This is an optimization exercise on Yosys and OpenROAD, whose aim is small area, a short achievable clock period and few clock cycles per item, not a production implementation.
No run shown here included a check of the RTL's function; only the layout flow was run.
No activity file was given, so power comes from the tool's default toggle rates.

==> flow/design.v, too long to show whole: its modules and the start of the top module <==
// module dsp_fa: 10 lines
// module dsp_ha: 9 lines
// module dsp_benc: 16 lines
// module dsp_xg: 10 lines
// module dsp_slice_top: 2197 lines
module dsp_slice_top (
    input  logic                 w_CLK,
    input  logic                 RSTALLCARRYIN,
    input  logic                 wb_cyc,
    input  logic                 wb_stb,
    input  logic [103:0]         wb_op,
    output logic                 wb_ack,
    output logic                 res_valid,
    output logic [52:0]          res,
    input  logic                 res_ready
);
  // ...
==> flow/flow/run.sh <==
#!/bin/bash
# The standard layout (standard.sh: the ORFS flow and synthesis), with
# the port buffers made of plain buffers instead of ORFS's default pick.
set -euo pipefail
export BUFFER_PORTS_ARGS="-buffer_cell sky130_fd_sc_hd__buf_2"
bash standard.sh > standard.log 2>&1
==> flow/standard.sh <==
#!/bin/bash
# synth_recipe.tcl (not shown) runs the flow's synth.tcl, then flattens the netlist and writes it again
# the make line also repeats each setting of config.mk as NAME=value (left out here)
make -C /OpenROAD-flow-scripts/flow DESIGN_CONFIG=/design/flow/config.mk WORK_HOME=/design/flow/orfs CLKGATE_MAP_FILE= SYNTH_SCRIPT=/design/flow/synth_recipe.tcl "${@:-finish}"
==> flow/config.mk <==
export PLATFORM = sky130hd
export DESIGN_NAME = dsp_slice_top
export DESIGN_NICKNAME = dsp_slice_top
export VERILOG_FILES = /design/flow/design.v
export SDC_FILE = /design/flow/constraint.sdc
export NUM_CORES = 4
export LEC_CHECK = 0
export CAP_MARGIN = 20
export CORE_MARGIN = 2
export CORE_UTILIZATION = 40
export SETUP_SLACK_MARGIN = 3.0
export SLEW_MARGIN = 20
export SYNTH_HIERARCHICAL = 1
export SYNTH_MINIMUM_KEEP_SIZE = 0
==> flow/constraint.sdc <==
create_clock -name core_clock -period 7.5 [get_ports {w_CLK}]
set_input_delay 1.5000 -clock core_clock [delete_from_list [all_inputs] [get_ports {w_CLK}]]
set_output_delay 1.5000 -clock core_clock [all_outputs]
set_load 0.01 [all_outputs]
==> results_dict.tcl, run 1 <==
set metrics [dict create \
    use_met3_pct 4.28 \
    synthTopCellsByCount "375 x fa_1, 352 x xnor2_1, 262 x edfxtp_1" \
    cp_top_family "compound AO/OA/AOI/OAI gates" \
    area_share_clock_buf_inv_pct 3.59 \
    setup_viol 0 \
    multi_input_area_um2 20000 \
    holdPathStages 0 \
    dp.cells 3374 \
    p_sw_uw 5450 \
    dpl-instance-area_um2 29500 \
    status "timing/DRC/antenna clean" \
    post_cts_buffers 63 \
    power_frac_comb_pct 63.6 \
    seqPwrFrac_pct 22.7 \
    firstDrtPassIters 7 \
    power.share.clock_pct 13.7 \
    clock_path_buffers 3 \
    rsz0062_at_grt "yes" \
    synth_compound_area_share_pct 14.2 \
    r2r_slack_ps 2880 \
    p_int_uw 7050 \
    top_layer "met5" \
    worst_slack_ps 2880 \
    n_clock_buffer 42 \
    final_core_util_pct 47.5 \
    ys.warnings.count 7 \
    hold_end "in_pz" \
    yosys.area_share.simple_pct 7.94 \
]
==> inputs of run 2 (changes only) <==
--- a/flow/design.v
+++ b/flow/design.v
@@ -66,129 +66,78 @@
     input  logic a,
     input  logic b,
     output logic s,
     output logic co
 );
     assign s  = a ^ b;
     assign co = a & b;
 endmodule
-module dsp_benc (
-    input  logic [1:0] x_sel,
-    input  logic       sub,
-    input  logic       b1,
-    input  logic       b0,
-    input  logic       bm,
-    output logic       one,
-    output logic       two,
-    output logic       neg
-);
-    logic x_mult;
-    assign x_mult = (x_sel == 2'd1);
-    assign one = x_mult & (b0 ^ bm);
-    assign two = x_mult & ((b1 & ~b0 & ~bm) | (~b1 & b0 & bm));
-    assign neg = x_mult & (b1 ^ sub);
-endmodule
-module dsp_xg (
-    input  logic [1:0] x_sel,
-    input  logic       sub,
-    input  logic [7:0] ab,
-    output logic [7:0] x
-);
-    logic x_ab;
-    assign x_ab = (x_sel == 2'd3);
-    assign x = {8{x_ab}} & (ab ^ {8{sub}});
-endmodule
 `default_nettype wire
 `timescale 1ns/1ps
 `default_nettype none
 module dsp_slice_top (
     input  logic                 w_CLK,
     input  logic                 RSTALLCARRYIN,
     input  logic                 wb_cyc,
     input  logic                 wb_stb,
     input  logic [103:0]         wb_op,
     output logic                 wb_ack,
     output logic                 res_valid,
     output logic [52:0]          res,
     input  logic                 res_ready
 );
-    logic [103:0] in_op;
     logic [29:0] a;
     logic [17:0] b;
     logic [47:0] c;
     logic [1:0]  x_sel, y_sel, z_sel;
     logic        sub, cin;
-    assign a     = in_op[103:74];
-    assign b     = in_op[73:56];
-    assign c     = in_op[55:8];
-    assign x_sel = in_op[7:6];
-    assign y_sel = in_op[5:4];
-    assign z_sel = in_op[3:2];
-    assign sub   = in_op[1];
-    assign cin   = in_op[0];
+    assign a     = wb_op[103:74];
+    assign b     = wb_op[73:56];
+    assign c     = wb_op[55:8];
+    assign x_sel = wb_op[7:6];
+    assign y_sel = wb_op[5:4];
+    assign z_sel = wb_op[3:2];
+    assign sub   = wb_op[1];
+    assign cin   = wb_op[0];
     logic [26:0] am;
     assign am = a[26:0];
     logic x_mult, x_ab, x_p, y_c, y_ones, z_p, z_c, z_sh;
     assign x_mult = (x_sel == 2'd1);
     assign x_p    = (x_sel == 2'd2);
     assign x_ab   = (x_sel == 2'd3);
     assign y_c    = (y_sel == 2'd1);
     assign y_ones = (y_sel == 2'd2);
     assign z_p    = (z_sel == 2'd1);
     assign z_c    = (z_sel == 2'd2);
     assign z_sh   = (z_sel == 2'd3);
     logic neg_m, x_neg, k0, k48;
     assign neg_m = x_mult & (|am) & (|b) & (am[26] ^ b[17]);
     assign x_neg = sub & (x_ab | x_p);
     assign k0    = cin ^ sub;
     assign k48   = sub ? ~(neg_m | x_neg) : neg_m;
-    logic [47:0] ab, xab, yrow, zrow;
-    assign ab = {a, b};
-    for (genvar g = 0; g < 6; g++) begin : g_x
-        dsp_xg u_xg (.x_sel(x_sel), .sub(sub), .ab(ab[8*g +: 8]), .x(xab[8*g +: 8]));
-    end
+    logic [47:0] xab, yrow, zrow;
+    assign xab  = {48{x_ab}} & ({a, b} ^ {48{sub}});
     assign yrow = ({48{y_c}} & c | {48{y_ones}}) ^ {48{sub}};
     assign zrow = {48{z_c}} & c;
-    logic first_q, in_pz, pz;
-    always_ff @(posedge w_CLK) begin
-        if (RSTALLCARRYIN) begin
-            first_q <= 1'b1;
-        end else if (accept) begin
-            first_q <= 1'b0;
-        end
-    end
-    assign pz = in_pz;
-    logic sa_valid, sa_free, s1_valid, s1_adv, s1_free, accept;
+    logic s1_valid, s1_adv, s1_free, accept;
     assign s1_adv  = s1_valid & (~res_valid | res_ready);
     assign s1_free = ~s1_valid | ~res_valid | res_ready;
-    assign sa_free = ~sa_valid | s1_free;
-    assign accept  = wb_cyc & wb_stb & sa_free;
+    assign accept  = wb_cyc & wb_stb & s1_free;
     assign wb_ack  = accept;
     always_ff @(posedge w_CLK) begin
         if (RSTALLCARRYIN) begin
-            sa_valid <= 1'b0;
             s1_valid <= 1'b0;
-        end else begin
-            if (sa_free) sa_valid <= accept;
-            if (s1_free) s1_valid <= sa_valid;
-        end
-    end
-    always_ff @(posedge w_CLK) begin
-        if (sa_free) begin
-            in_op <= wb_op;
-            in_pz <= first_q;
+        end else if (s1_free) begin
+            s1_valid <= accept;
         end
     end
     logic bo0;
     logic bt0;
     logic bn0;
-    logic bo0h;
-    logic bt0h;
-    logic bn0h;
     logic pp1;
     logic pm2;
     logic pp3;
     logic pm4;
     logic pp5;
     logic pp6;
     logic pp7;
     logic pp8;
@@ -213,19 +162,16 @@
     logic pp27;
     logic pp28;
     logic pp29;
     logic pp30;
     logic ps31;
     logic bo1;
     logic bt1;
     logic bn1;
-    logic bo1h;
-    logic bt1h;
-    logic bn1h;
     logic pp32;
     logic pm33;
     logic pp34;
     logic pm35;
     logic pp36;
     logic pp37;
     logic pp38;
     logic pp39;
@@ -250,19 +196,16 @@
     logic pp58;
     logic pp59;
     logic pp60;
     logic pp61;
     logic ps62;
     logic bo2;
     logic bt2;
     logic bn2;
-    logic bo2h;
-    logic bt2h;
-    logic bn2h;
     logic pp63;
     logic pm64;
     logic pp65;
     logic pm66;
     logic pp67;
     logic pp68;
     logic pp69;
     logic pp70;
@@ -287,19 +230,16 @@
     logic pp89;
     logic pp90;
     logic pp91;
     logic pp92;
     logic ps93;
     logic bo3;
     logic bt3;
     logic bn3;
-    logic bo3h;
-    logic bt3h;
-    logic bn3h;
     logic pp94;
     logic pm95;
     logic pp96;
     logic pm97;
     logic pp98;
     logic pp99;
     logic pp100;
     logic pp101;
@@ -324,19 +264,16 @@
     logic pp120;
     logic pp121;
     logic pp122;
     logic pp123;
     logic ps124;
     logic bo4;
     logic bt4;
     logic bn4;
-    logic bo4h;
-    logic bt4h;
-    logic bn4h;
     logic pp125;
     logic pm126;
     logic pp127;
     logic pm128;
     logic pp129;
     logic pp130;
     logic pp131;
     logic pp132;
@@ -361,19 +298,16 @@
     logic pp151;
     logic pp152;
     logic pp153;
     logic pp154;
     logic ps155;
     logic bo5;
     logic bt5;
     logic bn5;
-    logic bo5h;
-    logic bt5h;
-    logic bn5h;
     logic pp156;
     logic pm157;
     logic pp158;
     logic pm159;
     logic pp160;
     logic pp161;
     logic pp162;
     logic pp163;
@@ -398,19 +332,16 @@
     logic pp182;
     logic pp183;
     logic pp184;
     logic pp185;
     logic ps186;
     logic bo6;
     logic bt6;
     logic bn6;
-    logic bo6h;
-    logic bt6h;
-    logic bn6h;
     logic pp187;
     logic pm188;
     logic pp189;
     logic pm190;
     logic pp191;
     logic pp192;
     logic pp193;
     logic pp194;
@@ -435,19 +366,16 @@
     logic pp213;
     logic pp214;
     logic pp215;
     logic pp216;
     logic ps217;
     logic bo7;
     logic bt7;
     logic bn7;
-    logic bo7h;
-    logic bt7h;
-    logic bn7h;
     logic pp218;
     logic pm219;
     logic pp220;
     logic pm221;
     logic pp222;
     logic pp223;
     logic pp224;
     logic pp225;
@@ -472,19 +400,16 @@
     logic pp244;
     logic pp245;
     logic pp246;
     logic pp247;
     logic ps248;
     logic bo8;
     logic bt8;
     logic bn8;
-    logic bo8h;
-    logic bt8h;
-    logic bn8h;
     logic pp249;
     logic pm250;
     logic pp251;
     logic pm252;
     logic pp253;
     logic pm254;
     logic pp255;
     logic pm256;
@@ -1191,282 +1116,291 @@
     logic s957;
     logic c958;
     logic s959;
     logic c960;
     logic s961;
     logic c962;
     logic s963;
     logic c964;
-    dsp_benc u_be0 (.x_sel(x_sel), .sub(sub), .b1(b[1]), .b0(b[0]), .bm(1'b0), .one(bo0), .two(bt0), .neg(bn0));
-    dsp_benc u_be0h (.x_sel(x_sel), .sub(sub), .b1(b[1]), .b0(b[0]), .bm(1'b0), .one(bo0h), .two(bt0h), .neg(bn0h));
+    assign bo0 = x_mult & (b[0] ^ 1'b0);
+    assign bt0 = x_mult & ((b[1] & ~b[0] & ~1'b0) | (~b[1] & b[0] & 1'b0));
+    assign bn0 = x_mult & (b[1] ^ sub);
     assign pp1 = (bo0 & am[0]) ^ bn0;
     assign pm2 = pp1 | xab[0];
     assign pp3 = ((bo0 & am[1]) | (bt0 & am[0])) ^ bn0;
     assign pm4 = pp3 | xab[1];
     assign pp5 = ((bo0 & am[2]) | (bt0 & am[1])) ^ bn0;
     assign pp6 = ((bo0 & am[3]) | (bt0 & am[2])) ^ bn0;
     assign pp7 = ((bo0 & am[4]) | (bt0 & am[3])) ^ bn0;
     assign pp8 = ((bo0 & am[5]) | (bt0 & am[4])) ^ bn0;
     assign pp9 = ((bo0 & am[6]) | (bt0 & am[5])) ^ bn0;
     assign pp10 = ((bo0 & am[7]) | (bt0 & am[6])) ^ bn0;
     assign pp11 = ((bo0 & am[8]) | (bt0 & am[7])) ^ bn0;
     assign pp12 = ((bo0 & am[9]) | (bt0 & am[8])) ^ bn0;
     assign pp13 = ((bo0 & am[10]) | (bt0 & am[9])) ^ bn0;
     assign pp14 = ((bo0 & am[11]) | (bt0 & am[10])) ^ bn0;
     assign pp15 = ((bo0 & am[12]) | (bt0 & am[11])) ^ bn0;
     assign pp16 = ((bo0 & am[13]) | (bt0 & am[12])) ^ bn0;
-    assign pp17 = ((bo0h & am[14]) | (bt0h & am[13])) ^ bn0h;
-    assign pp18 = ((bo0h & am[15]) | (bt0h & am[14])) ^ bn0h;
-    assign pp19 = ((bo0h & am[16]) | (bt0h & am[15])) ^ bn0h;
-    assign pp20 = ((bo0h & am[17]) | (bt0h & am[16])) ^ bn0h;
-    assign pp21 = ((bo0h & am[18]) | (bt0h & am[17])) ^ bn0h;
-    assign pp22 = ((bo0h & am[19]) | (bt0h & am[18])) ^ bn0h;
-    assign pp23 = ((bo0h & am[20]) | (bt0h & am[19])) ^ bn0h;
-    assign pp24 = ((bo0h & am[21]) | (bt0h & am[20])) ^ bn0h;
-    assign pp25 = ((bo0h & am[22]) | (bt0h & am[21])) ^ bn0h;
-    assign pp26 = ((bo0h & am[23]) | (bt0h & am[22])) ^ bn0h;
-    assign pp27 = ((bo0h & am[24]) | (bt0h & am[23])) ^ bn0h;
-    assign pp28 = ((bo0h & am[25]) | (bt0h & am[24])) ^ bn0h;
-    assign pp29 = ((bo0h & am[26]) | (bt0h & am[25])) ^ bn0h;
-    assign pp30 = ((bo0h & am[26]) | (bt0h & am[26])) ^ bn0h;
+    assign pp17 = ((bo0 & am[14]) | (bt0 & am[13])) ^ bn0;
+    assign pp18 = ((bo0 & am[15]) | (bt0 & am[14])) ^ bn0;
+    assign pp19 = ((bo0 & am[16]) | (bt0 & am[15])) ^ bn0;
+    assign pp20 = ((bo0 & am[17]) | (bt0 & am[16])) ^ bn0;
+    assign pp21 = ((bo0 & am[18]) | (bt0 & am[17])) ^ bn0;
+    assign pp22 = ((bo0 & am[19]) | (bt0 & am[18])) ^ bn0;
+    assign pp23 = ((bo0 & am[20]) | (bt0 & am[19])) ^ bn0;
+    assign pp24 = ((bo0 & am[21]) | (bt0 & am[20])) ^ bn0;
+    assign pp25 = ((bo0 & am[22]) | (bt0 & am[21])) ^ bn0;
+    assign pp26 = ((bo0 & am[23]) | (bt0 & am[22])) ^ bn0;
+    assign pp27 = ((bo0 & am[24]) | (bt0 & am[23])) ^ bn0;
+    assign pp28 = ((bo0 & am[25]) | (bt0 & am[24])) ^ bn0;
+    assign pp29 = ((bo0 & am[26]) | (bt0 & am[25])) ^ bn0;
+    assign pp30 = ((bo0 & am[26]) | (bt0 & am[26])) ^ bn0;
     assign ps31 = ~pp30;
-    dsp_benc u_be1 (.x_sel(x_sel), .sub(sub), .b1(b[3]), .b0(b[2]), .bm(b[1]), .one(bo1), .two(bt1), .neg(bn1));
-    dsp_benc u_be1h (.x_sel(x_sel), .sub(sub), .b1(b[3]), .b0(b[2]), .bm(b[1]), .one(bo1h), .two(bt1h), .neg(bn1h));
+    assign bo1 = x_mult & (b[2] ^ b[1]);
+    assign bt1 = x_mult & ((b[3] & ~b[2] & ~b[1]) | (~b[3] & b[2] & b[1]));
+    assign bn1 = x_mult & (b[3] ^ sub);
     assign pp32 = (bo1 & am[0]) ^ bn1;
     assign pm33 = pp32 | xab[2];
     assign pp34 = ((bo1 & am[1]) | (bt1 & am[0])) ^ bn1;
     assign pm35 = pp34 | xab[3];
     assign pp36 = ((bo1 & am[2]) | (bt1 & am[1])) ^ bn1;
     assign pp37 = ((bo1 & am[3]) | (bt1 & am[2])) ^ bn1;
     assign pp38 = ((bo1 & am[4]) | (bt1 & am[3])) ^ bn1;
     assign pp39 = ((bo1 & am[5]) | (bt1 & am[4])) ^ bn1;
     assign pp40 = ((bo1 & am[6]) | (bt1 & am[5])) ^ bn1;
     assign pp41 = ((bo1 & am[7]) | (bt1 & am[6])) ^ bn1;
     assign pp42 = ((bo1 & am[8]) | (bt1 & am[7])) ^ bn1;
     assign pp43 = ((bo1 & am[9]) | (bt1 & am[8])) ^ bn1;
     assign pp44 = ((bo1 & am[10]) | (bt1 & am[9])) ^ bn1;
     assign pp45 = ((bo1 & am[11]) | (bt1 & am[10])) ^ bn1;
     assign pp46 = ((bo1 & am[12]) | (bt1 & am[11])) ^ bn1;
     assign pp47 = ((bo1 & am[13]) | (bt1 & am[12])) ^ bn1;
-    assign pp48 = ((bo1h & am[14]) | (bt1h & am[13])) ^ bn1h;
-    assign pp49 = ((bo1h & am[15]) | (bt1h & am[14])) ^ bn1h;
-    assign pp50 = ((bo1h & am[16]) | (bt1h & am[15])) ^ bn1h;
-    assign pp51 = ((bo1h & am[17]) | (bt1h & am[16])) ^ bn1h;
-    assign pp52 = ((bo1h & am[18]) | (bt1h & am[17])) ^ bn1h;
-    assign pp53 = ((bo1h & am[19]) | (bt1h & am[18])) ^ bn1h;
-    assign pp54 = ((bo1h & am[20]) | (bt1h & am[19])) ^ bn1h;
-    assign pp55 = ((bo1h & am[21]) | (bt1h & am[20])) ^ bn1h;
-    assign pp56 = ((bo1h & am[22]) | (bt1h & am[21])) ^ bn1h;
-    assign pp57 = ((bo1h & am[23]) | (bt1h & am[22])) ^ bn1h;
-    assign pp58 = ((bo1h & am[24]) | (bt1h & am[23])) ^ bn1h;
-    assign pp59 = ((bo1h & am[25]) | (bt1h & am[24])) ^ bn1h;
-    assign pp60 = ((bo1h & am[26]) | (bt1h & am[25])) ^ bn1h;
-    assign pp61 = ((bo1h & am[26]) | (bt1h & am[26])) ^ bn1h;
+    assign pp48 = ((bo1 & am[14]) | (bt1 & am[13])) ^ bn1;
+    assign pp49 = ((bo1 & am[15]) | (bt1 & am[14])) ^ bn1;
+    assign pp50 = ((bo1 & am[16]) | (bt1 & am[15])) ^ bn1;
+    assign pp51 = ((bo1 & am[17]) | (bt1 & am[16])) ^ bn1;
+    assign pp52 = ((bo1 & am[18]) | (bt1 & am[17])) ^ bn1;
+    assign pp53 = ((bo1 & am[19]) | (bt1 & am[18])) ^ bn1;
+    assign pp54 = ((bo1 & am[20]) | (bt1 & am[19])) ^ bn1;
+    assign pp55 = ((bo1 & am[21]) | (bt1 & am[20])) ^ bn1;
+    assign pp56 = ((bo1 & am[22]) | (bt1 & am[21])) ^ bn1;
+    assign pp57 = ((bo1 & am[23]) | (bt1 & am[22])) ^ bn1;
+    assign pp58 = ((bo1 & am[24]) | (bt1 & am[23])) ^ bn1;
+    assign pp59 = ((bo1 & am[25]) | (bt1 & am[24])) ^ bn1;
+    assign pp60 = ((bo1 & am[26]) | (bt1 & am[25])) ^ bn1;
+    assign pp61 = ((bo1 & am[26]) | (bt1 & am[26])) ^ bn1;
     assign ps62 = ~pp61;
-    dsp_benc u_be2 (.x_sel(x_sel), .sub(sub), .b1(b[5]), .b0(b[4]), .bm(b[3]), .one(bo2), .two(bt2), .neg(bn2));
-    dsp_benc u_be2h (.x_sel(x_sel), .sub(sub), .b1(b[5]), .b0(b[4]), .bm(b[3]), .one(bo2h), .two(bt2h), .neg(bn2h));
+    assign bo2 = x_mult & (b[4] ^ b[3]);
+    assign bt2 = x_mult & ((b[5] & ~b[4] & ~b[3]) | (~b[5] & b[4] & b[3]));
+    assign bn2 = x_mult & (b[5] ^ sub);
     assign pp63 = (bo2 & am[0]) ^ bn2;
     assign pm64 = pp63 | xab[4];
     assign pp65 = ((bo2 & am[1]) | (bt2 & am[0])) ^ bn2;
     assign pm66 = pp65 | xab[5];
     assign pp67 = ((bo2 & am[2]) | (bt2 & am[1])) ^ bn2;
     assign pp68 = ((bo2 & am[3]) | (bt2 & am[2])) ^ bn2;
     assign pp69 = ((bo2 & am[4]) | (bt2 & am[3])) ^ bn2;
     assign pp70 = ((bo2 & am[5]) | (bt2 & am[4])) ^ bn2;
     assign pp71 = ((bo2 & am[6]) | (bt2 & am[5])) ^ bn2;
     assign pp72 = ((bo2 & am[7]) | (bt2 & am[6])) ^ bn2;
     assign pp73 = ((bo2 & am[8]) | (bt2 & am[7])) ^ bn2;
     assign pp74 = ((bo2 & am[9]) | (bt2 & am[8])) ^ bn2;
     assign pp75 = ((bo2 & am[10]) | (bt2 & am[9])) ^ bn2;
     assign pp76 = ((bo2 & am[11]) | (bt2 & am[10])) ^ bn2;
     assign pp77 = ((bo2 & am[12]) | (bt2 & am[11])) ^ bn2;
     assign pp78 = ((bo2 & am[13]) | (bt2 & am[12])) ^ bn2;
-    assign pp79 = ((bo2h & am[14]) | (bt2h & am[13])) ^ bn2h;
-    assign pp80 = ((bo2h & am[15]) | (bt2h & am[14])) ^ bn2h;
-    assign pp81 = ((bo2h & am[16]) | (bt2h & am[15])) ^ bn2h;
-    assign pp82 = ((bo2h & am[17]) | (bt2h & am[16])) ^ bn2h;
-    assign pp83 = ((bo2h & am[18]) | (bt2h & am[17])) ^ bn2h;
-    assign pp84 = ((bo2h & am[19]) | (bt2h & am[18])) ^ bn2h;
-    assign pp85 = ((bo2h & am[20]) | (bt2h & am[19])) ^ bn2h;
-    assign pp86 = ((bo2h & am[21]) | (bt2h & am[20])) ^ bn2h;
-    assign pp87 = ((bo2h & am[22]) | (bt2h & am[21])) ^ bn2h;
-    assign pp88 = ((bo2h & am[23]) | (bt2h & am[22])) ^ bn2h;
-    assign pp89 = ((bo2h & am[24]) | (bt2h & am[23])) ^ bn2h;
-    assign pp90 = ((bo2h & am[25]) | (bt2h & am[24])) ^ bn2h;
-    assign pp91 = ((bo2h & am[26]) | (bt2h & am[25])) ^ bn2h;
-    assign pp92 = ((bo2h & am[26]) | (bt2h & am[26])) ^ bn2h;
+    assign pp79 = ((bo2 & am[14]) | (bt2 & am[13])) ^ bn2;
+    assign pp80 = ((bo2 & am[15]) | (bt2 & am[14])) ^ bn2;
+    assign pp81 = ((bo2 & am[16]) | (bt2 & am[15])) ^ bn2;
+    assign pp82 = ((bo2 & am[17]) | (bt2 & am[16])) ^ bn2;
+    assign pp83 = ((bo2 & am[18]) | (bt2 & am[17])) ^ bn2;
+    assign pp84 = ((bo2 & am[19]) | (bt2 & am[18])) ^ bn2;
+    assign pp85 = ((bo2 & am[20]) | (bt2 & am[19])) ^ bn2;
+    assign pp86 = ((bo2 & am[21]) | (bt2 & am[20])) ^ bn2;
+    assign pp87 = ((bo2 & am[22]) | (bt2 & am[21])) ^ bn2;
+    assign pp88 = ((bo2 & am[23]) | (bt2 & am[22])) ^ bn2;
+    assign pp89 = ((bo2 & am[24]) | (bt2 & am[23])) ^ bn2;
+    assign pp90 = ((bo2 & am[25]) | (bt2 & am[24])) ^ bn2;
+    assign pp91 = ((bo2 & am[26]) | (bt2 & am[25])) ^ bn2;
+    assign pp92 = ((bo2 & am[26]) | (bt2 & am[26])) ^ bn2;
     assign ps93 = ~pp92;
-    dsp_benc u_be3 (.x_sel(x_sel), .sub(sub), .b1(b[7]), .b0(b[6]), .bm(b[5]), .one(bo3), .two(bt3), .neg(bn3));
-    dsp_benc u_be3h (.x_sel(x_sel), .sub(sub), .b1(b[7]), .b0(b[6]), .bm(b[5]), .one(bo3h), .two(bt3h), .neg(bn3h));
+    assign bo3 = x_mult & (b[6] ^ b[5]);
+    assign bt3 = x_mult & ((b[7] & ~b[6] & ~b[5]) | (~b[7] & b[6] & b[5]));
+    assign bn3 = x_mult & (b[7] ^ sub);
     assign pp94 = (bo3 & am[0]) ^ bn3;
     assign pm95 = pp94 | xab[6];
     assign pp96 = ((bo3 & am[1]) | (bt3 & am[0])) ^ bn3;
     assign pm97 = pp96 | xab[7];
     assign pp98 = ((bo3 & am[2]) | (bt3 & am[1])) ^ bn3;
     assign pp99 = ((bo3 & am[3]) | (bt3 & am[2])) ^ bn3;
     assign pp100 = ((bo3 & am[4]) | (bt3 & am[3])) ^ bn3;
     assign pp101 = ((bo3 & am[5]) | (bt3 & am[4])) ^ bn3;
     assign pp102 = ((bo3 & am[6]) | (bt3 & am[5])) ^ bn3;
     assign pp103 = ((bo3 & am[7]) | (bt3 & am[6])) ^ bn3;
     assign pp104 = ((bo3 & am[8]) | (bt3 & am[7])) ^ bn3;
     assign pp105 = ((bo3 & am[9]) | (bt3 & am[8])) ^ bn3;
     assign pp106 = ((bo3 & am[10]) | (bt3 & am[9])) ^ bn3;
     assign pp107 = ((bo3 & am[11]) | (bt3 & am[10])) ^ bn3;
     assign pp108 = ((bo3 & am[12]) | (bt3 & am[11])) ^ bn3;
     assign pp109 = ((bo3 & am[13]) | (bt3 & am[12])) ^ bn3;
-    assign pp110 = ((bo3h & am[14]) | (bt3h & am[13])) ^ bn3h;
-    assign pp111 = ((bo3h & am[15]) | (bt3h & am[14])) ^ bn3h;
-    assign pp112 = ((bo3h & am[16]) | (bt3h & am[15])) ^ bn3h;
-    assign pp113 = ((bo3h & am[17]) | (bt3h & am[16])) ^ bn3h;
-    assign pp114 = ((bo3h & am[18]) | (bt3h & am[17])) ^ bn3h;
-    assign pp115 = ((bo3h & am[19]) | (bt3h & am[18])) ^ bn3h;
-    assign pp116 = ((bo3h & am[20]) | (bt3h & am[19])) ^ bn3h;
-    assign pp117 = ((bo3h & am[21]) | (bt3h & am[20])) ^ bn3h;
-    assign pp118 = ((bo3h & am[22]) | (bt3h & am[21])) ^ bn3h;
-    assign pp119 = ((bo3h & am[23]) | (bt3h & am[22])) ^ bn3h;
-    assign pp120 = ((bo3h & am[24]) | (bt3h & am[23])) ^ bn3h;
-    assign pp121 = ((bo3h & am[25]) | (bt3h & am[24])) ^ bn3h;
-    assign pp122 = ((bo3h & am[26]) | (bt3h & am[25])) ^ bn3h;
-    assign pp123 = ((bo3h & am[26]) | (bt3h & am[26])) ^ bn3h;
+    assign pp110 = ((bo3 & am[14]) | (bt3 & am[13])) ^ bn3;
+    assign pp111 = ((bo3 & am[15]) | (bt3 & am[14])) ^ bn3;
+    assign pp112 = ((bo3 & am[16]) | (bt3 & am[15])) ^ bn3;
+    assign pp113 = ((bo3 & am[17]) | (bt3 & am[16])) ^ bn3;
+    assign pp114 = ((bo3 & am[18]) | (bt3 & am[17])) ^ bn3;
+    assign pp115 = ((bo3 & am[19]) | (bt3 & am[18])) ^ bn3;
+    assign pp116 = ((bo3 & am[20]) | (bt3 & am[19])) ^ bn3;
+    assign pp117 = ((bo3 & am[21]) | (bt3 & am[20])) ^ bn3;
+    assign pp118 = ((bo3 & am[22]) | (bt3 & am[21])) ^ bn3;
+    assign pp119 = ((bo3 & am[23]) | (bt3 & am[22])) ^ bn3;
+    assign pp120 = ((bo3 & am[24]) | (bt3 & am[23])) ^ bn3;
+    assign pp121 = ((bo3 & am[25]) | (bt3 & am[24])) ^ bn3;
+    assign pp122 = ((bo3 & am[26]) | (bt3 & am[25])) ^ bn3;
+    assign pp123 = ((bo3 & am[26]) | (bt3 & am[26])) ^ bn3;
     assign ps124 = ~pp123;
-    dsp_benc u_be4 (.x_sel(x_sel), .sub(sub), .b1(b[9]), .b0(b[8]), .bm(b[7]), .one(bo4), .two(bt4), .neg(bn4));
-    dsp_benc u_be4h (.x_sel(x_sel), .sub(sub), .b1(b[9]), .b0(b[8]), .bm(b[7]), .one(bo4h), .two(bt4h), .neg(bn4h));
+    assign bo4 = x_mult & (b[8] ^ b[7]);
+    assign bt4 = x_mult & ((b[9] & ~b[8] & ~b[7]) | (~b[9] & b[8] & b[7]));
+    assign bn4 = x_mult & (b[9] ^ sub);
     assign pp125 = (bo4 & am[0]) ^ bn4;
     assign pm126 = pp125 | xab[8];
     assign pp127 = ((bo4 & am[1]) | (bt4 & am[0])) ^ bn4;
     assign pm128 = pp127 | xab[9];
     assign pp129 = ((bo4 & am[2]) | (bt4 & am[1])) ^ bn4;
     assign pp130 = ((bo4 & am[3]) | (bt4 & am[2])) ^ bn4;
     assign pp131 = ((bo4 & am[4]) | (bt4 & am[3])) ^ bn4;
     assign pp132 = ((bo4 & am[5]) | (bt4 & am[4])) ^ bn4;
     assign pp133 = ((bo4 & am[6]) | (bt4 & am[5])) ^ bn4;
     assign pp134 = ((bo4 & am[7]) | (bt4 & am[6])) ^ bn4;
     assign pp135 = ((bo4 & am[8]) | (bt4 & am[7])) ^ bn4;
     assign pp136 = ((bo4 & am[9]) | (bt4 & am[8])) ^ bn4;
     assign pp137 = ((bo4 & am[10]) | (bt4 & am[9])) ^ bn4;
     assign pp138 = ((bo4 & am[11]) | (bt4 & am[10])) ^ bn4;
     assign pp139 = ((bo4 & am[12]) | (bt4 & am[11])) ^ bn4;
     assign pp140 = ((bo4 & am[13]) | (bt4 & am[12])) ^ bn4;
-    assign pp141 = ((bo4h & am[14]) | (bt4h & am[13])) ^ bn4h;
-    assign pp142 = ((bo4h & am[15]) | (bt4h & am[14])) ^ bn4h;
-    assign pp143 = ((bo4h & am[16]) | (bt4h & am[15])) ^ bn4h;
-    assign pp144 = ((bo4h & am[17]) | (bt4h & am[16])) ^ bn4h;
-    assign pp145 = ((bo4h & am[18]) | (bt4h & am[17])) ^ bn4h;
-    assign pp146 = ((bo4h & am[19]) | (bt4h & am[18])) ^ bn4h;
-    assign pp147 = ((bo4h & am[20]) | (bt4h & am[19])) ^ bn4h;
-    assign pp148 = ((bo4h & am[21]) | (bt4h & am[20])) ^ bn4h;
-    assign pp149 = ((bo4h & am[22]) | (bt4h & am[21])) ^ bn4h;
-    assign pp150 = ((bo4h & am[23]) | (bt4h & am[22])) ^ bn4h;
-    assign pp151 = ((bo4h & am[24]) | (bt4h & am[23])) ^ bn4h;
-    assign pp152 = ((bo4h & am[25]) | (bt4h & am[24])) ^ bn4h;
-    assign pp153 = ((bo4h & am[26]) | (bt4h & am[25])) ^ bn4h;
-    assign pp154 = ((bo4h & am[26]) | (bt4h & am[26])) ^ bn4h;
+    assign pp141 = ((bo4 & am[14]) | (bt4 & am[13])) ^ bn4;
+    assign pp142 = ((bo4 & am[15]) | (bt4 & am[14])) ^ bn4;
+    assign pp143 = ((bo4 & am[16]) | (bt4 & am[15])) ^ bn4;
+    assign pp144 = ((bo4 & am[17]) | (bt4 & am[16])) ^ bn4;
+    assign pp145 = ((bo4 & am[18]) | (bt4 & am[17])) ^ bn4;
+    assign pp146 = ((bo4 & am[19]) | (bt4 & am[18])) ^ bn4;
+    assign pp147 = ((bo4 & am[20]) | (bt4 & am[19])) ^ bn4;
+    assign pp148 = ((bo4 & am[21]) | (bt4 & am[20])) ^ bn4;
+    assign pp149 = ((bo4 & am[22]) | (bt4 & am[21])) ^ bn4;
+    assign pp150 = ((bo4 & am[23]) | (bt4 & am[22])) ^ bn4;
+    assign pp151 = ((bo4 & am[24]) | (bt4 & am[23])) ^ bn4;
+    assign pp152 = ((bo4 & am[25]) | (bt4 & am[24])) ^ bn4;
+    assign pp153 = ((bo4 & am[26]) | (bt4 & am[25])) ^ bn4;
+    assign pp154 = ((bo4 & am[26]) | (bt4 & am[26])) ^ bn4;
     assign ps155 = ~pp154;
-    dsp_benc u_be5 (.x_sel(x_sel), .sub(sub), .b1(b[11]), .b0(b[10]), .bm(b[9]), .one(bo5), .two(bt5), .neg(bn5));
-    dsp_benc u_be5h (.x_sel(x_sel), .sub(sub), .b1(b[11]), .b0(b[10]), .bm(b[9]), .one(bo5h), .two(bt5h), .neg(bn5h));
+    assign bo5 = x_mult & (b[10] ^ b[9]);
+    assign bt5 = x_mult & ((b[11] & ~b[10] & ~b[9]) | (~b[11] & b[10] & b[9]));
+    assign bn5 = x_mult & (b[11] ^ sub);
     assign pp156 = (bo5 & am[0]) ^ bn5;
     assign pm157 = pp156 | xab[10];
     assign pp158 = ((bo5 & am[1]) | (bt5 & am[0])) ^ bn5;
     assign pm159 = pp158 | xab[11];
     assign pp160 = ((bo5 & am[2]) | (bt5 & am[1])) ^ bn5;
     assign pp161 = ((bo5 & am[3]) | (bt5 & am[2])) ^ bn5;
     assign pp162 = ((bo5 & am[4]) | (bt5 & am[3])) ^ bn5;
     assign pp163 = ((bo5 & am[5]) | (bt5 & am[4])) ^ bn5;
     assign pp164 = ((bo5 & am[6]) | (bt5 & am[5])) ^ bn5;
     assign pp165 = ((bo5 & am[7]) | (bt5 & am[6])) ^ bn5;
     assign pp166 = ((bo5 & am[8]) | (bt5 & am[7])) ^ bn5;
     assign pp167 = ((bo5 & am[9]) | (bt5 & am[8])) ^ bn5;
     assign pp168 = ((bo5 & am[10]) | (bt5 & am[9])) ^ bn5;
     assign pp169 = ((bo5 & am[11]) | (bt5 & am[10])) ^ bn5;
     assign pp170 = ((bo5 & am[12]) | (bt5 & am[11])) ^ bn5;
     assign pp171 = ((bo5 & am[13]) | (bt5 & am[12])) ^ bn5;
-    assign pp172 = ((bo5h & am[14]) | (bt5h & am[13])) ^ bn5h;
-    assign pp173 = ((bo5h & am[15]) | (bt5h & am[14])) ^ bn5h;
-    assign pp174 = ((bo5h & am[16]) | (bt5h & am[15])) ^ bn5h;
-    assign pp175 = ((bo5h & am[17]) | (bt5h & am[16])) ^ bn5h;
-    assign pp176 = ((bo5h & am[18]) | (bt5h & am[17])) ^ bn5h;
-    assign pp177 = ((bo5h & am[19]) | (bt5h & am[18])) ^ bn5h;
-    assign pp178 = ((bo5h & am[20]) | (bt5h & am[19])) ^ bn5h;
-    assign pp179 = ((bo5h & am[21]) | (bt5h & am[20])) ^ bn5h;
-    assign pp180 = ((bo5h & am[22]) | (bt5h & am[21])) ^ bn5h;
-    assign pp181 = ((bo5h & am[23]) | (bt5h & am[22])) ^ bn5h;
-    assign pp182 = ((bo5h & am[24]) | (bt5h & am[23])) ^ bn5h;
-    assign pp183 = ((bo5h & am[25]) | (bt5h & am[24])) ^ bn5h;
-    assign pp184 = ((bo5h & am[26]) | (bt5h & am[25])) ^ bn5h;
-    assign pp185 = ((bo5h & am[26]) | (bt5h & am[26])) ^ bn5h;
+    assign pp172 = ((bo5 & am[14]) | (bt5 & am[13])) ^ bn5;
+    assign pp173 = ((bo5 & am[15]) | (bt5 & am[14])) ^ bn5;
+    assign pp174 = ((bo5 & am[16]) | (bt5 & am[15])) ^ bn5;
+    assign pp175 = ((bo5 & am[17]) | (bt5 & am[16])) ^ bn5;
+    assign pp176 = ((bo5 & am[18]) | (bt5 & am[17])) ^ bn5;
+    assign pp177 = ((bo5 & am[19]) | (bt5 & am[18])) ^ bn5;
+    assign pp178 = ((bo5 & am[20]) | (bt5 & am[19])) ^ bn5;
+    assign pp179 = ((bo5 & am[21]) | (bt5 & am[20])) ^ bn5;
+    assign pp180 = ((bo5 & am[22]) | (bt5 & am[21])) ^ bn5;
+    assign pp181 = ((bo5 & am[23]) | (bt5 & am[22])) ^ bn5;
+    assign pp182 = ((bo5 & am[24]) | (bt5 & am[23])) ^ bn5;
+    assign pp183 = ((bo5 & am[25]) | (bt5 & am[24])) ^ bn5;
+    assign pp184 = ((bo5 & am[26]) | (bt5 & am[25])) ^ bn5;
+    assign pp185 = ((bo5 & am[26]) | (bt5 & am[26])) ^ bn5;
     assign ps186 = ~pp185;
-    dsp_benc u_be6 (.x_sel(x_sel), .sub(sub), .b1(b[13]), .b0(b[12]), .bm(b[11]), .one(bo6), .two(bt6), .neg(bn6));
-    dsp_benc u_be6h (.x_sel(x_sel), .sub(sub), .b1(b[13]), .b0(b[12]), .bm(b[11]), .one(bo6h), .two(bt6h), .neg(bn6h));
+    assign bo6 = x_mult & (b[12] ^ b[11]);
+    assign bt6 = x_mult & ((b[13] & ~b[12] & ~b[11]) | (~b[13] & b[12] & b[11]));
+    assign bn6 = x_mult & (b[13] ^ sub);
     assign pp187 = (bo6 & am[0]) ^ bn6;
     assign pm188 = pp187 | xab[12];
     assign pp189 = ((bo6 & am[1]) | (bt6 & am[0])) ^ bn6;
     assign pm190 = pp189 | xab[13];
     assign pp191 = ((bo6 & am[2]) | (bt6 & am[1])) ^ bn6;
     assign pp192 = ((bo6 & am[3]) | (bt6 & am[2])) ^ bn6;
     assign pp193 = ((bo6 & am[4]) | (bt6 & am[3])) ^ bn6;
     assign pp194 = ((bo6 & am[5]) | (bt6 & am[4])) ^ bn6;
     assign pp195 = ((bo6 & am[6]) | (bt6 & am[5])) ^ bn6;
     assign pp196 = ((bo6 & am[7]) | (bt6 & am[6])) ^ bn6;
     assign pp197 = ((bo6 & am[8]) | (bt6 & am[7])) ^ bn6;
     assign pp198 = ((bo6 & am[9]) | (bt6 & am[8])) ^ bn6;
     assign pp199 = ((bo6 & am[10]) | (bt6 & am[9])) ^ bn6;
     assign pp200 = ((bo6 & am[11]) | (bt6 & am[10])) ^ bn6;
     assign pp201 = ((bo6 & am[12]) | (bt6 & am[11])) ^ bn6;
     assign pp202 = ((bo6 & am[13]) | (bt6 & am[12])) ^ bn6;
-    assign pp203 = ((bo6h & am[14]) | (bt6h & am[13])) ^ bn6h;
-    assign pp204 = ((bo6h & am[15]) | (bt6h & am[14])) ^ bn6h;
-    assign pp205 = ((bo6h & am[16]) | (bt6h & am[15])) ^ bn6h;
-    assign pp206 = ((bo6h & am[17]) | (bt6h & am[16])) ^ bn6h;
-    assign pp207 = ((bo6h & am[18]) | (bt6h & am[17])) ^ bn6h;
-    assign pp208 = ((bo6h & am[19]) | (bt6h & am[18])) ^ bn6h;
-    assign pp209 = ((bo6h & am[20]) | (bt6h & am[19])) ^ bn6h;
-    assign pp210 = ((bo6h & am[21]) | (bt6h & am[20])) ^ bn6h;
-    assign pp211 = ((bo6h & am[22]) | (bt6h & am[21])) ^ bn6h;
-    assign pp212 = ((bo6h & am[23]) | (bt6h & am[22])) ^ bn6h;
-    assign pp213 = ((bo6h & am[24]) | (bt6h & am[23])) ^ bn6h;
-    assign pp214 = ((bo6h & am[25]) | (bt6h & am[24])) ^ bn6h;
-    assign pp215 = ((bo6h & am[26]) | (bt6h & am[25])) ^ bn6h;
-    assign pp216 = ((bo6h & am[26]) | (bt6h & am[26])) ^ bn6h;
+    assign pp203 = ((bo6 & am[14]) | (bt6 & am[13])) ^ bn6;
+    assign pp204 = ((bo6 & am[15]) | (bt6 & am[14])) ^ bn6;
+    assign pp205 = ((bo6 & am[16]) | (bt6 & am[15])) ^ bn6;
+    assign pp206 = ((bo6 & am[17]) | (bt6 & am[16])) ^ bn6;
+    assign pp207 = ((bo6 & am[18]) | (bt6 & am[17])) ^ bn6;
+    assign pp208 = ((bo6 & am[19]) | (bt6 & am[18])) ^ bn6;
+    assign pp209 = ((bo6 & am[20]) | (bt6 & am[19])) ^ bn6;
+    assign pp210 = ((bo6 & am[21]) | (bt6 & am[20])) ^ bn6;
+    assign pp211 = ((bo6 & am[22]) | (bt6 & am[21])) ^ bn6;
+    assign pp212 = ((bo6 & am[23]) | (bt6 & am[22])) ^ bn6;
+    assign pp213 = ((bo6 & am[24]) | (bt6 & am[23])) ^ bn6;
+    assign pp214 = ((bo6 & am[25]) | (bt6 & am[24])) ^ bn6;
+    assign pp215 = ((bo6 & am[26]) | (bt6 & am[25])) ^ bn6;
+    assign pp216 = ((bo6 & am[26]) | (bt6 & am[26])) ^ bn6;
     assign ps217 = ~pp216;
-    dsp_benc u_be7 (.x_sel(x_sel), .sub(sub), .b1(b[15]), .b0(b[14]), .bm(b[13]), .one(bo7), .two(bt7), .neg(bn7));
-    dsp_benc u_be7h (.x_sel(x_sel), .sub(sub), .b1(b[15]), .b0(b[14]), .bm(b[13]), .one(bo7h), .two(bt7h), .neg(bn7h));
+    assign bo7 = x_mult & (b[14] ^ b[13]);
+    assign bt7 = x_mult & ((b[15] & ~b[14] & ~b[13]) | (~b[15] & b[14] & b[13]));
+    assign bn7 = x_mult & (b[15] ^ sub);
     assign pp218 = (bo7 & am[0]) ^ bn7;
     assign pm219 = pp218 | xab[14];
     assign pp220 = ((bo7 & am[1]) | (bt7 & am[0])) ^ bn7;
     assign pm221 = pp220 | xab[15];
     assign pp222 = ((bo7 & am[2]) | (bt7 & am[1])) ^ bn7;
     assign pp223 = ((bo7 & am[3]) | (bt7 & am[2])) ^ bn7;
     assign pp224 = ((bo7 & am[4]) | (bt7 & am[3])) ^ bn7;
     assign pp225 = ((bo7 & am[5]) | (bt7 & am[4])) ^ bn7;
     assign pp226 = ((bo7 & am[6]) | (bt7 & am[5])) ^ bn7;
     assign pp227 = ((bo7 & am[7]) | (bt7 & am[6])) ^ bn7;
     assign pp228 = ((bo7 & am[8]) | (bt7 & am[7])) ^ bn7;
     assign pp229 = ((bo7 & am[9]) | (bt7 & am[8])) ^ bn7;
     assign pp230 = ((bo7 & am[10]) | (bt7 & am[9])) ^ bn7;
     assign pp231 = ((bo7 & am[11]) | (bt7 & am[10])) ^ bn7;
     assign pp232 = ((bo7 & am[12]) | (bt7 & am[11])) ^ bn7;
     assign pp233 = ((bo7 & am[13]) | (bt7 & am[12])) ^ bn7;
-    assign pp234 = ((bo7h & am[14]) | (bt7h & am[13])) ^ bn7h;
-    assign pp235 = ((bo7h & am[15]) | (bt7h & am[14])) ^ bn7h;
-    assign pp236 = ((bo7h & am[16]) | (bt7h & am[15])) ^ bn7h;
-    assign pp237 = ((bo7h & am[17]) | (bt7h & am[16])) ^ bn7h;
-    assign pp238 = ((bo7h & am[18]) | (bt7h & am[17])) ^ bn7h;
-    assign pp239 = ((bo7h & am[19]) | (bt7h & am[18])) ^ bn7h;
-    assign pp240 = ((bo7h & am[20]) | (bt7h & am[19])) ^ bn7h;
-    assign pp241 = ((bo7h & am[21]) | (bt7h & am[20])) ^ bn7h;
-    assign pp242 = ((bo7h & am[22]) | (bt7h & am[21])) ^ bn7h;
-    assign pp243 = ((bo7h & am[23]) | (bt7h & am[22])) ^ bn7h;
-    assign pp244 = ((bo7h & am[24]) | (bt7h & am[23])) ^ bn7h;
-    assign pp245 = ((bo7h & am[25]) | (bt7h & am[24])) ^ bn7h;
-    assign pp246 = ((bo7h & am[26]) | (bt7h & am[25])) ^ bn7h;
-    assign pp247 = ((bo7h & am[26]) | (bt7h & am[26])) ^ bn7h;
+    assign pp234 = ((bo7 & am[14]) | (bt7 & am[13])) ^ bn7;
+    assign pp235 = ((bo7 & am[15]) | (bt7 & am[14])) ^ bn7;
+    assign pp236 = ((bo7 & am[16]) | (bt7 & am[15])) ^ bn7;
+    assign pp237 = ((bo7 & am[17]) | (bt7 & am[16])) ^ bn7;
+    assign pp238 = ((bo7 & am[18]) | (bt7 & am[17])) ^ bn7;
+    assign pp239 = ((bo7 & am[19]) | (bt7 & am[18])) ^ bn7;
+    assign pp240 = ((bo7 & am[20]) | (bt7 & am[19])) ^ bn7;
+    assign pp241 = ((bo7 & am[21]) | (bt7 & am[20])) ^ bn7;
+    assign pp242 = ((bo7 & am[22]) | (bt7 & am[21])) ^ bn7;
+    assign pp243 = ((bo7 & am[23]) | (bt7 & am[22])) ^ bn7;
+    assign pp244 = ((bo7 & am[24]) | (bt7 & am[23])) ^ bn7;
+    assign pp245 = ((bo7 & am[25]) | (bt7 & am[24])) ^ bn7;
+    assign pp246 = ((bo7 & am[26]) | (bt7 & am[25])) ^ bn7;
+    assign pp247 = ((bo7 & am[26]) | (bt7 & am[26])) ^ bn7;
     assign ps248 = ~pp247;
-    dsp_benc u_be8 (.x_sel(x_sel), .sub(sub), .b1(b[17]), .b0(b[16]), .bm(b[15]), .one(bo8), .two(bt8), .neg(bn8));
-    dsp_benc u_be8h (.x_sel(x_sel), .sub(sub), .b1(b[17]), .b0(b[16]), .bm(b[15]), .one(bo8h), .two(bt8h), .neg(bn8h));
+    assign bo8 = x_mult & (b[16] ^ b[15]);
+    assign bt8 = x_mult & ((b[17] & ~b[16] & ~b[15]) | (~b[17] & b[16] & b[15]));
+    assign bn8 = x_mult & (b[17] ^ sub);
     assign pp249 = (bo8 & am[0]) ^ bn8;
     assign pm250 = pp249 | xab[16];
     assign pp251 = ((bo8 & am[1]) | (bt8 & am[0])) ^ bn8;
     assign pm252 = pp251 | xab[17];
     assign pp253 = ((bo8 & am[2]) | (bt8 & am[1])) ^ bn8;
     assign pm254 = pp253 | xab[18];
     assign pp255 = ((bo8 & am[3]) | (bt8 & am[2])) ^ bn8;
     assign pm256 = pp255 | xab[19];
@@ -1485,43 +1419,43 @@
     assign pp269 = ((bo8 & am[10]) | (bt8 & am[9])) ^ bn8;
     assign pm270 = pp269 | xab[26];
     assign pp271 = ((bo8 & am[11]) | (bt8 & am[10])) ^ bn8;
     assign pm272 = pp271 | xab[27];
     assign pp273 = ((bo8 & am[12]) | (bt8 & am[11])) ^ bn8;
     assign pm274 = pp273 | xab[28];
     assign pp275 = ((bo8 & am[13]) | (bt8 & am[12])) ^ bn8;
     assign pm276 = pp275 | xab[29];
-    assign pp277 = ((bo8h & am[14]) | (bt8h & am[13])) ^ bn8h;
+    assign pp277 = ((bo8 & am[14]) | (bt8 & am[13])) ^ bn8;
     assign pm278 = pp277 | xab[30];
-    assign pp279 = ((bo8h & am[15]) | (bt8h & am[14])) ^ bn8h;
+    assign pp279 = ((bo8 & am[15]) | (bt8 & am[14])) ^ bn8;
     assign pm280 = pp279 | xab[31];
-    assign pp281 = ((bo8h & am[16]) | (bt8h & am[15])) ^ bn8h;
+    assign pp281 = ((bo8 & am[16]) | (bt8 & am[15])) ^ bn8;
     assign pm282 = pp281 | xab[32];
-    assign pp283 = ((bo8h & am[17]) | (bt8h & am[16])) ^ bn8h;
+    assign pp283 = ((bo8 & am[17]) | (bt8 & am[16])) ^ bn8;
     assign pm284 = pp283 | xab[33];
-    assign pp285 = ((bo8h & am[18]) | (bt8h & am[17])) ^ bn8h;
+    assign pp285 = ((bo8 & am[18]) | (bt8 & am[17])) ^ bn8;
     assign pm286 = pp285 | xab[34];
-    assign pp287 = ((bo8h & am[19]) | (bt8h & am[18])) ^ bn8h;
+    assign pp287 = ((bo8 & am[19]) | (bt8 & am[18])) ^ bn8;
     assign pm288 = pp287 | xab[35];
-    assign pp289 = ((bo8h & am[20]) | (bt8h & am[19])) ^ bn8h;
+    assign pp289 = ((bo8 & am[20]) | (bt8 & am[19])) ^ bn8;
     assign pm290 = pp289 | xab[36];
-    assign pp291 = ((bo8h & am[21]) | (bt8h & am[20])) ^ bn8h;
+    assign pp291 = ((bo8 & am[21]) | (bt8 & am[20])) ^ bn8;
     assign pm292 = pp291 | xab[37];
-    assign pp293 = ((bo8h & am[22]) | (bt8h & am[21])) ^ bn8h;
+    assign pp293 = ((bo8 & am[22]) | (bt8 & am[21])) ^ bn8;
     assign pm294 = pp293 | xab[38];
-    assign pp295 = ((bo8h & am[23]) | (bt8h & am[22])) ^ bn8h;
+    assign pp295 = ((bo8 & am[23]) | (bt8 & am[22])) ^ bn8;
     assign pm296 = pp295 | xab[39];
-    assign pp297 = ((bo8h & am[24]) | (bt8h & am[23])) ^ bn8h;
+    assign pp297 = ((bo8 & am[24]) | (bt8 & am[23])) ^ bn8;
     assign pm298 = pp297 | xab[40];
-    assign pp299 = ((bo8h & am[25]) | (bt8h & am[24])) ^ bn8h;
+    assign pp299 = ((bo8 & am[25]) | (bt8 & am[24])) ^ bn8;
     assign pm300 = pp299 | xab[41];
-    assign pp301 = ((bo8h & am[26]) | (bt8h & am[25])) ^ bn8h;
+    assign pp301 = ((bo8 & am[26]) | (bt8 & am[25])) ^ bn8;
     assign pm302 = pp301 | xab[42];
-    assign pp303 = ((bo8h & am[26]) | (bt8h & am[26])) ^ bn8h;
+    assign pp303 = ((bo8 & am[26]) | (bt8 & am[26])) ^ bn8;
     assign ps304 = ~pp303;
     assign s305 = ~yrow[27];
     assign s306 = ~yrow[28];
     assign s307 = ~yrow[30];
     assign s308 = ~yrow[32];
     assign s309 = ~yrow[34];
     assign s310 = ~yrow[36];
     assign s311 = ~yrow[38];
@@ -1855,17 +1789,17 @@
     dsp_fa u_s959 (.a(s317), .b(c862), .ci(s863), .s(s959), .co(c960));
     dsp_fa u_s961 (.a(xab[47]), .b(s318), .ci(c864), .s(s961), .co(c962));
     assign s963 = ~(sub ^ k48);
     assign c964 = sub | k48;
     logic [49:0] r0, q0;
     assign r0 = {s963, s961, c958, c956, s955, s953, s951, s949, s947, s945, s943, s941, c938, c936, s935, s933, s931, s929, c926, c924, c922, c920, c918, c916, c914, c912, c910, c908, c906, c904, c902, c900, c898, c896, c894, c892, c890, c888, c886, c884, c882, c880, c878, c876, c874, c872, c870, c868, c866, s607};
     logic [49:0] r1, q1;
     assign r1 = {c962, c960, s959, s957, c954, c952, c950, c948, c946, c944, c942, c940, s939, s937, c934, c932, c930, c928, s927, s925, s923, s921, s919, s917, s915, s913, s911, s909, s907, s905, s903, s901, s899, s897, s895, s893, s891, s889, s887, s885, s883, s881, s879, s877, s875, s873, s871, s869, s867, s865};
-    logic q_xp, q_xo, q_zp, q_zsh, q_sub, q_pz;
+    logic q_xp, q_zp, q_zsh, q_sub;
     always_ff @(posedge w_CLK) begin
         if (s1_free) begin
             q0[0] <= r0[0];
             q0[1] <= r0[1];
             q0[2] <= r0[2];
             q0[3] <= r0[3];
             q0[4] <= r0[4];
             q0[5] <= r0[5];
@@ -1958,28 +1892,29 @@
             q1[42] <= r1[42];
             q1[43] <= r1[43];
             q1[44] <= r1[44];
             q1[45] <= r1[45];
             q1[46] <= r1[46];
             q1[47] <= r1[47];
             q1[48] <= r1[48];
             q1[49] <= r1[49];
-            q_xp  <= x_p & ~pz;
-            q_xo  <= x_p & pz & sub;
-            q_pz  <= pz;
-            q_zp  <= z_p & ~pz;
-            q_zsh <= z_sh & ~pz;
+            q_xp  <= x_p;
+            q_zp  <= z_p;
+            q_zsh <= z_sh;
             q_sub <= sub;
         end
     end
     logic [47:0] p_q, p_sh, xprow, zprow;
-    logic        co_q, pdp_q, pbdp_q;
+    logic        pd_q, pbd_q;
+    assign p_q   = res[52:5];
+    assign pd_q  = res[3];
+    assign pbd_q = res[2];
     assign p_sh  = {{17{p_q[47]}}, p_q[47:17]};
-    assign xprow = {48{q_xp}} & (p_q ^ {48{q_sub}}) | {48{q_xo}};
+    assign xprow = {48{q_xp}} & (p_q ^ {48{q_sub}});
     assign zprow = {48{q_zp}} & p_q | {48{q_zsh}} & p_sh;
     logic s965;
     logic c966;
     logic s967;
     logic c968;
     logic s969;
     logic c970;
     logic s971;
@@ -2269,32 +2204,28 @@
     dsp_fa u_s1153 (.a(zprow[46]), .b(c1056), .ci(s1057), .s(s1153), .co(c1154));
     dsp_fa u_s1155 (.a(zprow[47]), .b(c1058), .ci(s1059), .s(s1155), .co(c1156));
     dsp_fa u_s1157 (.a(q0[48]), .b(q1[48]), .ci(c1060), .s(s1157), .co(c1158));
     dsp_ha u_s1159 (.a(q0[49]), .b(q1[49]), .s(s1159), .co(c1160));
     logic [49:0] u0, u1, t;
     assign u0 = {s1159, s1157, c1154, c1152, c1150, c1148, c1146, c1144, c1142, c1140, c1138, c1136, c1134, c1132, c1130, c1128, c1126, c1124, c1122, c1120, c1118, c1116, c1114, c1112, c1110, c1108, c1106, c1104, c1102, c1100, c1098, c1096, c1094, c1092, c1090, c1088, c1086, c1084, c1082, c1080, c1078, c1076, c1074, c1072, c1070, c1068, c1066, c1064, c1062, s965};
     assign u1 = {c1158, c1156, s1155, s1153, s1151, s1149, s1147, s1145, s1143, s1141, s1139, s1137, s1135, s1133, s1131, s1129, s1127, s1125, s1123, s1121, s1119, s1117, s1115, s1113, s1111, s1109, s1107, s1105, s1103, s1101, s1099, s1097, s1095, s1093, s1091, s1089, s1087, s1085, s1083, s1081, s1079, s1077, s1075, s1073, s1071, s1069, s1067, s1065, s1063, s1061};
     assign t  = u0 + u1;
+    logic [47:0] p_new;
+    logic        co_new, pd_new, pbd_new, nodet;
+    assign p_new   = t[47:0];
+    assign co_new  = q_sub ? ~t[49] : t[48];
+    assign pd_new  = ~p_new[47] & ~p_new[46];
+    assign pbd_new = p_new[47] & p_new[46];
+    assign nodet   = ~pd_new & ~pbd_new;
     always_ff @(posedge w_CLK) begin
         if (RSTALLCARRYIN) begin
             res_valid <= 1'b0;
+            res       <= '0;
         end else if (s1_adv) begin
             res_valid <= 1'b1;
+            res       <= {p_new, co_new, pd_new, pbd_new, pd_q & nodet, pbd_q & nodet};
         end else if (res_ready) begin
             res_valid <= 1'b0;
         end
     end
-    always_ff @(posedge w_CLK) begin
-        if (s1_adv) begin
-            p_q    <= t[47:0];
-            co_q   <= q_sub ? ~t[49] : t[48];
-            pdp_q  <= ~q_pz & ~p_q[47] & ~p_q[46];
-            pbdp_q <= ~q_pz & p_q[47] & p_q[46];
-        end
-    end
-    logic pd, pbd, nodet;
-    assign pd    = ~p_q[47] & ~p_q[46];
-    assign pbd   = p_q[47] & p_q[46];
-    assign nodet = p_q[47] ^ p_q[46];
-    assign res   = {p_q, co_q, pd, pbd, pdp_q & nodet, pbdp_q & nodet};
 endmodule
 `default_nettype wire
==> flow/run.sh (new file) <==
#!/bin/bash
# synth_recipe.tcl (not shown) runs the flow's synth.tcl, then flattens the netlist and writes it again
# the make line also repeats each setting of config.mk as NAME=value (left out here)
make -C /OpenROAD-flow-scripts/flow DESIGN_CONFIG=/design/flow/config.mk WORK_HOME=/design/flow/orfs CLKGATE_MAP_FILE= SYNTH_SCRIPT=/design/flow/synth_recipe.tcl finish
==> flow/config.mk (replaced) <==
export PLATFORM = sky130hd
export DESIGN_NAME = dsp_slice_top
export DESIGN_NICKNAME = dsp_slice_top
export VERILOG_FILES = /design/flow/design.v
export SDC_FILE = /design/flow/constraint.sdc
export NUM_CORES = 4
export LEC_CHECK = 0
export CAP_MARGIN = 20
export CORE_MARGIN = 2
export CORE_UTILIZATION = 60
export SETUP_SLACK_MARGIN = 3.0
export SLEW_MARGIN = 20
export SYNTH_HIERARCHICAL = 1
export SYNTH_MINIMUM_KEEP_SIZE = 0
removed: flow/flow/run.sh
removed: flow/standard.sh
==> run 2 against run 1 <==
Still clean on timing, DRC and antenna. Critical path depth down 4. Flip-flop and latch count is 107 lower. Via count rose by 16%. Wire length grew 23%. Critical path type is now primary input to flop. Largest cell class unchanged. Highest routed layer unchanged.
==> results_dict.tcl, run 2 <==
set metrics [dict create \
    status "timing/DRC/antenna clean" \
    cts_tree "yes" \
    fin_crit_sh_pct 70.8 \
    cpPeakStageDelay_ps 570 \
    hold_viol_final 0 \
    ys.warnings.count 7 \
    finClkSkew_ps 19.3 \
    grt_usage_pct 44.9 \
    globalRouteOverflowTotal 0 \
    hold_path.class "flop to flop" \
    final_cell_mix "272 x xnor2_1, 261 x fa_1, 174 x a22oi_1" \
    die_y_um 206 \
    port_buffers 163 \
    ys_seq_elements 159 \
    path_class "primary input to flop" \
    clkSinkCount 159 \
    seq_area_frac_synth_pct 17.3 \
    crit_path_start_kind "primary input" \
    rsz0062_at_grt "yes" \
    ant_nets 0 \
    root_buffer "clkbuf_16" \
    fp.dieW_um 206 \
    synthTopCellsByCount "375 x fa_1, 324 x xnor2_1, 234 x a22oi_1" \
    dp_hpwl_um 60400 \
    coreArea_um2 39900 \
    critPathMaxFanout 8 \
    tns_ps 0 \
    synth_area_leaders "fa_1 31%, edfxtp_1 13%, xnor2_1 12%, a22oi_1 7.2%, ha_1 5.0%" \
    worst_slew_pin_slew_ps 1250 \
    synthDistinctLibCells 77 \
    layout_commonest_cell "xnor2_1" \
    dieArea_um2 42300 \
    synthCells 2391 \
    vias_per_cell 7.21 \
    postCtsHoldBufs 0 \
    antenna_found_initial 3 \
    place_congestion 0.980 \
    crit_chain "buf_6 > buf_8 > nand2b_4 > nor3_4 > buf_6 > buf_16 > buf_6 > a22oi_2 > xnor2_2 > fa_1 > fa_1 > fa_2 > fa_2 > fa_2" \
    clk-insertion-delay-late_ps 490 \
    synth_area_um2 24400 \
    crit_arrival_ps 5540 \
    grt_max_degree 77 \
    vdd_drop_max_mv 0.272 \
    routed_wl_um 104000 \
    grt_pass1_wl_um 138000 \
    endpoint_kind "flop" \
    max_freq_mhz 188 \
    fin_area_um2 32100 \
    drc_errors 0 \
    drv_cap 0 \
    vias 23100 \
    synth.most_common_cell "fa_1" \
    synth_edf_count 104 \
    required_ps 7730 \
    firstDrtPassIters 7 \
    syn_to_final_growth_pct 31.7 \
    nets 3247 \
    clock_path_buffers 2 \
    synth_top_area_share_pct 30.8 \
    grt_pass1_vias 22100 \
    clkTransAtPathRegs_ps 80 \
    synth_ff_type "edfxtp_1" \
    start_util_pct 61.1 \
    largest_reg_flops 53 \
    io_pins 164 \
    slew_viol_final 0 \
    rows 73 \
    fin_crit_ps 5310 \
    fillCellCount 2226 \
    dpl-instance-area_um2 26400 \
    cts_made_buffers 17 \
    crit_path_top_delay_cell "fa_1" \
    cellPowerDensity_nw_per_um2 415 \
    maxSlewHeadroom_pct 16.9 \
    avgSynthCellArea_um2 10.2 \
    postSynth.asyncResetShare_pct 0 \
    drive_gt1_share_pct 29.7 \
    h-tree-depth 4 \
    largestRegisters "res: 53 flops, q0: 50 flops, q1: 50 flops" \
    power.leakage_uw 0.0127 \
    drt_iter0_markers 3653 \
    post_drt_wl_per_cell_um 32.5 \
    yosysTopAreaCell "fa_1" \
    r2r_slack_ps 2830 \
    setup_viol 0 \
    top_register "res" \
]
==> run 2: power by group <==
part	total (µW)	internal, µW	switching, µW
registers	2040	1510	528
logic	10400	4750	5610
clock network	945	527	417
==> run 2: worst max-delay path: cells and delay by family <==
kind	cells	cell delay, ps
xor gates and xnor gates	1	400
AOI/OAI and AO/OA	1	80
and+or+nand+nor	2	430
adders and majority gates	5	2490
buffers and inverters	5	620
==> run 2: area by class of cell <==
type	count	area, µm²	share of cell area [%]
Timing Repair Buffer	458	4930	15.3
Timing Repair inverter	1	6.26	0.0195
Sequential cell	159	4220	13.1
Clock inverter	11	155	0.483
Antenna cell	4	10.0	0.0311
Clock buffer	21	440	1.37
Multi-Input combinational cell	1996	21500	67.0
Tap cell	525	657	2.04
Inverter	33	194	0.604
==> run 2: cells by family (layout without fill, tap and decap cells) <==
| family | count (synthesis) | count (layout) | share of synthesized area [%] |
|---|---|---|---|
| xor+xnor | 435 | 435 | 15.6 |
| fa+ha+maj | 472 | 472 | 35.7 |
| buf+inv | 251 | 524 | 4.30 |
| mux | 3 | 3 | 0.123 |
| flops | 159 | 159 | 17.3 |
| simple gates | 463 | 472 | 9.97 |
| compound gates | 608 | 614 | 17.0 |
| other cells | 0 | 4 | 0 |
==> run 2: final timing paths <==
path            end  depth (start not counted)     start
max reg2reg  res[0]                         18     q_sub
max          q1[27]                         14  wb_op[7]
min          res[1]                          2    res[1]
min reg2reg  res[1]                          2    res[1]
==> run 2: what timing repair did <==
item | in CTS | in global routing
gates cloned | 24 | 5
resized for setup | 520 | 236
pin swaps | 171 | 187
endpoints found under the setup margin | 122 | 81
setup buffers | 169 | 64
==> run 2: per-module statistics from Yosys, one instance, submodules excluded <==
module         cell area (µm²)  copies in the design
dsp_slice_top            16300                     1
dsp_fa                    20.0                   374
dsp_ha                    12.5                    46
==> run 2: stage by stage <==
stage	setup WS, ps	instances	hold slack, ps	utilization, %	total power [µW]
after floorplan	2310	2391	450	-	7540
after global placement	1030	2909	443	66.2	9670
after detailed placement	973	2909	463	66.2	9880
after CTS	2570	3134	472	76.2	11900
after global routing	2280	3205	479	80.5	14100
final	2190	3208	479	80.5	13300
==> run 2: routing by layer <==
layer / vias to the layer above / GRT usage, % / share of wire, %
met5: - / 0 / 0.13
met3: 786 / 13.7 / 14
li1: 8902 / - / -
met1: 11200 / 56.0 / 33
met2: 2287 / 68.9 / 43
met4: 4 / 26.5 / 9.7

-- separate check: timing with driven ports --
In the flow no input, the clock included, has a driving cell. The finished layouts below were timed again as built, in two steps.
Step 1 assumes that a clkbuf_16 drives the clock port and a buf_2 every other input.
Step 2 also shifts input and output timing later by t, the mid clock arrival at the registers, as if the neighbouring blocks saw the same clock.
Three values: ideal, step 1, step 2; two values: the first two.
run | t (ns) | setup WS [ns] | worst setup path at the end | clock arrival spread, ns
run 1 | 0.613 | 2.878 / 2.878 / 2.878 | register to register | 0.027 / 0.027
run 2 | 0.531 | 2.187 / 2.158 / 1.627 | input to register | 0.020 / 0.020
After both steps setup and hold are still met in every run listed. For run 2, which loses most, drivers alone change the setup slack by -0.029 ns; drivers and shift together by -0.560 ns.
